This design comes from an exercise in tuning for small area and a short achievable clock period on the open sky130 flow, not from production work. Only simulation tests tie the RTL to the original design; equivalence was not proved. No activity file was given, so power comes from the tool's default toggle rates.

== v16 ==
## aa
module aa (
  input  logic        clk,
  input  logic        rst_n,
  input  logic        instr_valid,
  input  logic [31:0] instr,
  input  logic        ld_en,
  input  logic [4:0]  ld_addr,
  input  logic [15:0] ld_data,
  input  logic [4:0]  dbg_addr,
  output logic [15:0] dbg_data,
  output logic [15:0] sgpr,
  output logic        busy
);
Size in the first run: ~4700 cells after synthesis, ~39000 µm² of cells after synthesis.
==> flow/config.mk <==
export PLATFORM = sky130hd
export DESIGN_NAME = aa
export DESIGN_NICKNAME = aa
export VERILOG_FILES = /design/flow/design.v
export SDC_FILE = /design/flow/constraint.sdc
export NUM_CORES = 4
export LEC_CHECK = 0
export CAP_MARGIN = 20
export CORE_MARGIN = 2
export CORE_UTILIZATION = 25
export CTS_BUF_LIST = sky130_fd_sc_hd__clkbuf_4 sky130_fd_sc_hd__clkbuf_8
export CTS_CLUSTER_DIAMETER = 60
export CTS_CLUSTER_SIZE = 20
export PLACE_DENSITY = 0.35
export SETUP_SLACK_MARGIN = 4.0
export SLEW_MARGIN = 20
==> flow/constraint.sdc <==
create_clock -name core_clock -period 10.0 [get_ports {clk}]
set_input_delay 2.0000 -clock core_clock [delete_from_list [all_inputs] [get_ports {clk}]]
set_output_delay 2.0000 -clock core_clock [all_outputs]
set_load 0.01 [all_outputs]
run.sh (not shown) runs the stock make flow with config.mk's settings and CLKGATE_MAP_FILE= SYNTH_SCRIPT=/design/flow/synth_recipe.tcl, a recipe that flattens the netlist after the stock synthesis.
v16 did not stop at any stage, and its layout met the timing, design-rule and antenna checks.
[inputs] v39 vs v16
==> flow/flow/run.sh (new file) <==
#!/bin/bash
set -e
export CTS_ARGS="-sink_clustering_enable -repair_clock_nets -sink_clustering_size 16 -sink_clustering_max_diameter 50 -buf_list {sky130_fd_sc_hd__clkbuf_4 sky130_fd_sc_hd__clkbuf_8} -dont_use_dummy_load"
bash standard.sh > standard.log 2>&1
==> flow/standard.sh (new file) <==
#!/bin/bash
# synth_recipe.tcl (not shown) runs the flow's synth.tcl, then flattens the netlist and writes it again
# the make line also repeats each setting of config.mk as NAME=value (left out here)
make -C /OpenROAD-flow-scripts/flow DESIGN_CONFIG=/design/flow/config.mk WORK_HOME=/design/flow/orfs CLKGATE_MAP_FILE= SYNTH_SCRIPT=/design/flow/synth_recipe.tcl "${@:-finish}"
--- a/flow/config.mk
+++ b/flow/config.mk
@@ -12,2 +12,2 @@
-export CTS_CLUSTER_DIAMETER = 60
-export CTS_CLUSTER_SIZE = 20
+export CTS_CLUSTER_DIAMETER = 50
+export CTS_CLUSTER_SIZE = 16
@@ -15 +15 @@
-export SETUP_SLACK_MARGIN = 4.0
+export SETUP_SLACK_MARGIN = 4.2
removed: flow/run.sh
[summary]
In v39, global-route usage is higher than in v16. Status: utilization parity (v39, v16). v39 and v16 ended up with nearly the same cell area after placement. Design area (v39 vs. v16) increases slightly. On share of the final layout cell area in sequential cells, v39 and v16 are neck and neck. v39 vs v16 on final cell count: v39 is the lower one. Route | v39 vs v16 | wire longer in v39. Going from v16 to v39, part of the cycle the worst path needs shrinks by 0.37 points. Measured against each other, v39 and v16 differ in count of instances resized after the clock tree is built, the higher figure coming from v39.
[inputs] v20 vs v39
==> flow/run.sh (new file) <==
#!/bin/bash
# synth_recipe.tcl (not shown) runs the flow's synth.tcl, then flattens the netlist and writes it again
# the make line also repeats each setting of config.mk as NAME=value (left out here)
make -C /OpenROAD-flow-scripts/flow DESIGN_CONFIG=/design/flow/config.mk WORK_HOME=/design/flow/orfs CLKGATE_MAP_FILE= SYNTH_SCRIPT=/design/flow/synth_recipe.tcl finish
--- a/flow/config.mk
+++ b/flow/config.mk
@@ -12,2 +12,2 @@
-export CTS_CLUSTER_DIAMETER = 50
-export CTS_CLUSTER_SIZE = 16
+export CTS_CLUSTER_DIAMETER = 60
+export CTS_CLUSTER_SIZE = 20
@@ -15 +15 @@
-export SETUP_SLACK_MARGIN = 4.2
+export SETUP_SLACK_MARGIN = 4.0
@@ -16,0 +17 @@
+export TNS_END_PERCENT = 20
removed: flow/flow/run.sh
removed: flow/standard.sh
[summary]
Taking v39 as the reference, in v20 number of antenna cells inserted grew by 24%; total area of sequential cells held steady; switching power of the nets grew by 0.00031 W; number of buffers outside the clock class in the layout shrank by 6.2%; share of the clock period used by the worst path grew by 1.2 points.
v20 ends up with a final-layout non-clock buffer area share that is 1.2 points lower than in v39.
The lower clock skew came out of v20.
Startpoint of the worst setup timing path: instr[15] -> v39, dbg_addr[2] -> v20
What v20 reported for post-cts resize count has to be multiplied by 1.3 to get the figure for v39.
For v27, these inputs were changed with respect to v20:
==> flow/flow/run.sh (new file) <==
#!/bin/bash
set -e
export CTS_ARGS="-sink_clustering_enable -repair_clock_nets -sink_clustering_size 16 -sink_clustering_max_diameter 50 -buf_list {sky130_fd_sc_hd__clkbuf_4 sky130_fd_sc_hd__clkbuf_8} -dont_use_dummy_load"
bash standard.sh > standard.log 2>&1
==> flow/standard.sh (new file) <==
#!/bin/bash
# synth_recipe.tcl (not shown) runs the flow's synth.tcl, then flattens the netlist and writes it again
# the make line also repeats each setting of config.mk as NAME=value (left out here)
make -C /OpenROAD-flow-scripts/flow DESIGN_CONFIG=/design/flow/config.mk WORK_HOME=/design/flow/orfs CLKGATE_MAP_FILE= SYNTH_SCRIPT=/design/flow/synth_recipe.tcl "${@:-finish}"
--- a/flow/config.mk
+++ b/flow/config.mk
@@ -10 +10 @@
-export CORE_UTILIZATION = 25
+export CORE_UTILIZATION = 30
@@ -12,4 +12,4 @@
-export CTS_CLUSTER_DIAMETER = 60
-export CTS_CLUSTER_SIZE = 20
-export PLACE_DENSITY = 0.35
-export SETUP_SLACK_MARGIN = 4.0
+export CTS_CLUSTER_DIAMETER = 50
+export CTS_CLUSTER_SIZE = 16
+export PLACE_DENSITY = 0.36
+export SETUP_SLACK_MARGIN = 4.1
@@ -17 +16,0 @@
-export TNS_END_PERCENT = 20
removed: flow/run.sh
Findings:
Compared to v20, v27 has setup slack 0.17 ns higher.
v27 vs v20, type of the setup path with the least slack: input pin to flip-flop vs input pin to output pin
Clock network fraction of design power (v27 over v20): decrease, 6.9 points
v20 → v27: number of antenna cells inserted shrank by about 13%; core box area shrank by 17%.
Looking at layout net count, v27 sits 29 above v20.
Between v27 and v20, power density relative to cell area is lower for v27, v20 comes in above that.
v27: sequential fraction of design power is 4.8 points higher than what v20 reported.
Re area growth from synthesis to final layout: v27 is 2.0 points down on v20.
v27 has count of cells resized by post-cts repair above what v20 had.

---

aa again, from the RTL that the note above started with.
clock: 10.0 ns
lec_check: 0
cap_margin: 20
core_margin: 2
core_utilization: 30
cts_buf_list: sky130_fd_sc_hd__clkbuf_4 sky130_fd_sc_hd__clkbuf_8
cts_cluster_diameter: 60
cts_cluster_size: 20
place_density: 0.36
setup_slack_margin: 4.1
slew_margin: 20
Stock flow here: none of the scripts above is used.
The starting point completed with no timing, DRC or antenna violations.
Then changed:
- CAP_MARGIN: 20 -> 10
- CORE_UTILIZATION: 30 -> 25
- PLACE_DENSITY: 0.36 -> 0.35
- SETUP_SLACK_MARGIN: 4.1 -> 4.2
- SLEW_MARGIN: 20 -> 10
Worst setup slack improves by 22 ps.
Count of clock-buffer cells in the layout goes down by 11.
Core utilization goes down by 5.5 points.
Final cell count goes up by 5.0%.
Combinational power goes up by about 7%.
Power goes down by about 2%.
Clock skew goes down by 34 ps.
Via count goes up by about 0.8%.
Maximum frequency goes up by 0.36%.

---

## alpha
aa, a different RTL version from the one above (not shown whole).
For scale: ~570 flip-flops, roughly 95 I/O pins, ~0.038 mm2 of cells after synthesis.
make LEC_CHECK=0 CAP_MARGIN=20 CORE_MARGIN=2 CORE_UTILIZATION=25 CTS_BUF_LIST='sky130_fd_sc_hd__clkbuf_4 sky130_fd_sc_hd__clkbuf_8' PLACE_DENSITY=0.35 SETUP_SLACK_MARGIN=4.2 SLEW_MARGIN=20 finish   # period 10.0 ns
Here is what was changed in the inputs of beta compared with alpha.
Settings: CTS_CLUSTER_SIZE now 20, previously not set; CTS_CLUSTER_DIAMETER now 60, previously not set; SLEW_MARGIN now 10, was 20; CAP_MARGIN now 10, was 20.
==> flow/flow/run.sh (new file) <==
#!/bin/bash
set -e
export CTS_ARGS="-sink_clustering_enable -repair_clock_nets -sink_clustering_size 20 -sink_clustering_max_diameter 60 -buf_list {sky130_fd_sc_hd__clkbuf_4 sky130_fd_sc_hd__clkbuf_8} -dont_use_dummy_load"
bash standard.sh > standard.log 2>&1
==> flow/standard.sh (new file) <==
#!/bin/bash
# synth_recipe.tcl (not shown) runs the flow's synth.tcl, then flattens the netlist and writes it again
# the make line also repeats each setting of config.mk as NAME=value (left out here)
make -C /OpenROAD-flow-scripts/flow DESIGN_CONFIG=/design/flow/config.mk WORK_HOME=/design/flow/orfs CLKGATE_MAP_FILE= SYNTH_SCRIPT=/design/flow/synth_recipe.tcl "${@:-finish}"
removed: flow/run.sh
==> run notes <==
Initial antenna violation count: beta vs alpha up 12
Final non-filler cell area was lower in the run labelled beta.
met2 global-route usage in beta is 0.81 points below alpha.
Among alpha and beta, a clean, completed layout was produced by alpha alone.
beta finished every stage; the final checks, however, were not passed, the failures being capacitance limit, slew limit.
Any difference in worst hold slack between alpha and beta is small enough to ignore.
In the reports for alpha and beta, the larger post-cts repair resize count belongs to beta.
Comparing the two runs side by side, beta comes out behind alpha on worst-case headroom to the max-slew limit.
Per the comparison of beta with alpha, via count decreased by about 1.1% relative to the old numbers; non-clock buffer count down about 0.8%.
> inputs changed (beta -> gamma)
Settings: SETUP_SLACK_MARGIN now 4.0, was 4.2.
==> flow/run.sh (new file) <==
#!/bin/bash
# synth_recipe.tcl (not shown) runs the flow's synth.tcl, then flattens the netlist and writes it again
# the make line also repeats each setting of config.mk as NAME=value (left out here)
make -C /OpenROAD-flow-scripts/flow DESIGN_CONFIG=/design/flow/config.mk WORK_HOME=/design/flow/orfs CLKGATE_MAP_FILE= SYNTH_SCRIPT=/design/flow/synth_recipe.tcl finish
removed: flow/flow/run.sh
removed: flow/standard.sh
Results
| gamma | all stages done | FAIL | capacitance limit |
Status: worst slack after detailed placement parity (beta, gamma)
Of the two candidates, beta has the worse worst hold margin and gamma the better one.
Compare beta and gamma | layout overhead on the synthesized area lower: gamma
Relative to beta, the clock latency on the worst-skew pair of gamma is higher by 30 ps.
The run showing the smaller total power divided by cell area is beta.
Sum of internal, switching and leakage power (gamma vs. beta) increases by a little under 10%
What gamma reported for clock-buffer cell count has to be multiplied by 0.877 to get the figure for beta.

---

Starting RTL as in the previous note.
==> flow/design.v (excerpt) <==
module aa (
  input  logic        clk,
  input  logic        rst_n,
  input  logic        instr_valid,
  input  logic [31:0] instr,
  input  logic        ld_en,
  input  logic [4:0]  ld_addr,
  input  logic [15:0] ld_data,
  input  logic [4:0]  dbg_addr,
  output logic [15:0] dbg_data,
  output logic [15:0] sgpr,
  output logic        busy
);
export LEC_CHECK = 0
export CAP_MARGIN = 10
export CORE_MARGIN = 2
export CORE_UTILIZATION = 25
export CTS_BUF_LIST = sky130_fd_sc_hd__clkbuf_4 sky130_fd_sc_hd__clkbuf_8
export CTS_CLUSTER_DIAMETER = 60
export CTS_CLUSTER_SIZE = 20
export PLACE_DENSITY = 0.35
export SETUP_SLACK_MARGIN = 4.2
export SLEW_MARGIN = 10
create_clock -name core_clock -period 10.0 [get_ports {clk}]
Stock flow here: none of the scripts above is used.
The first run completed with no timing, DRC or antenna violations.
==> next run, changes <==
- CAP_MARGIN: 10 -> 20
- CTS_BUF_LIST: sky130_fd_sc_hd__clkbuf_4 sky130_fd_sc_hd__clkbuf_8 -> not set
- CTS_CLUSTER_DIAMETER: 60 -> not set
- CTS_CLUSTER_SIZE: 20 -> not set
- SETUP_SLACK_MARGIN: 4.2 -> not set
- SLEW_MARGIN: 10 -> 20
=> The changed run completed with no timing, DRC or antenna violations. Total power is higher by 11%. First-iteration DRC count is lower by 8.4%. Fmax is lower by about 22%. Setup slack degrades by 1.7 ns. Die area is unchanged. Count of clock-buffer cells in the layout is higher by 21.

static timing again, ports no longer ideal:
The flow's constraints put no driver on any port. The routed layouts listed below were extracted and timed again, unchanged, in two steps. Step 1: set_driving_cell puts a clkbuf_16 on clk and a buf_2 on each other input, an assumption about the parent block. Step 2 times the ports against the registers' clock, not the clock port: input delays grow and output delays shrink by t, the midpoint of the rising clock arrivals with the driver on. a / b / c = no drivers / after step 1 / after step 2; a / b = the first two.
| run | t, ns | setup slack, ns | slew at the worst register clock pin (ns) | worst data-port slew with drivers (ns) | cell pins on the clock port's net |
|---|---|---|---|---|---|
| v16 | 0.943 | 3.969 / 3.833 / 3.428 | 0.12 / 0.12 | 0.16 | 1 |
| v39 | 0.892 | 4.006 / 3.925 / 3.145 | 0.10 / 0.10 | 0.23 | 1 |
| v20 | 0.926 | 3.885 / 3.748 / 3.470 | 0.12 / 0.12 | 0.14 | 1 |
| v27 | 0.928 | 4.051 / 3.984 / 3.175 | 0.09 / 0.09 | 0.18 | 1 |
| the first run of note 2 | 0.912 | 4.043 / 3.961 / 3.417 | 0.12 / 0.12 | 0.18 | 1 |
| the second run of note 2 | 0.899 | 4.064 / 3.891 / 3.327 | 0.12 / 0.12 | 0.20 | 1 |
| alpha | 0.944 | 4.024 / 3.962 / 3.701 | 0.09 / 0.09 | 0.06 | 1 |
| beta | 0.857 | 4.028 / 3.948 / 3.548 | 0.12 / 0.12 | 0.08 | 1 |
| gamma | 0.894 | 3.981 / 3.943 / 3.570 | 0.11 / 0.11 | 0.07 | 1 |
| the first run of note 4 | 0.902 | 4.041 / 3.965 / 3.743 | 0.12 / 0.12 | 0.08 | 1 |
| the second run of note 4 | 0.774 | 2.379 / 2.355 / 2.355 | 0.07 / 0.07 | 0.05 | 1 |
For v27, which loses most, drivers alone change the setup slack by -0.067 ns; drivers and shift together by -0.876 ns.
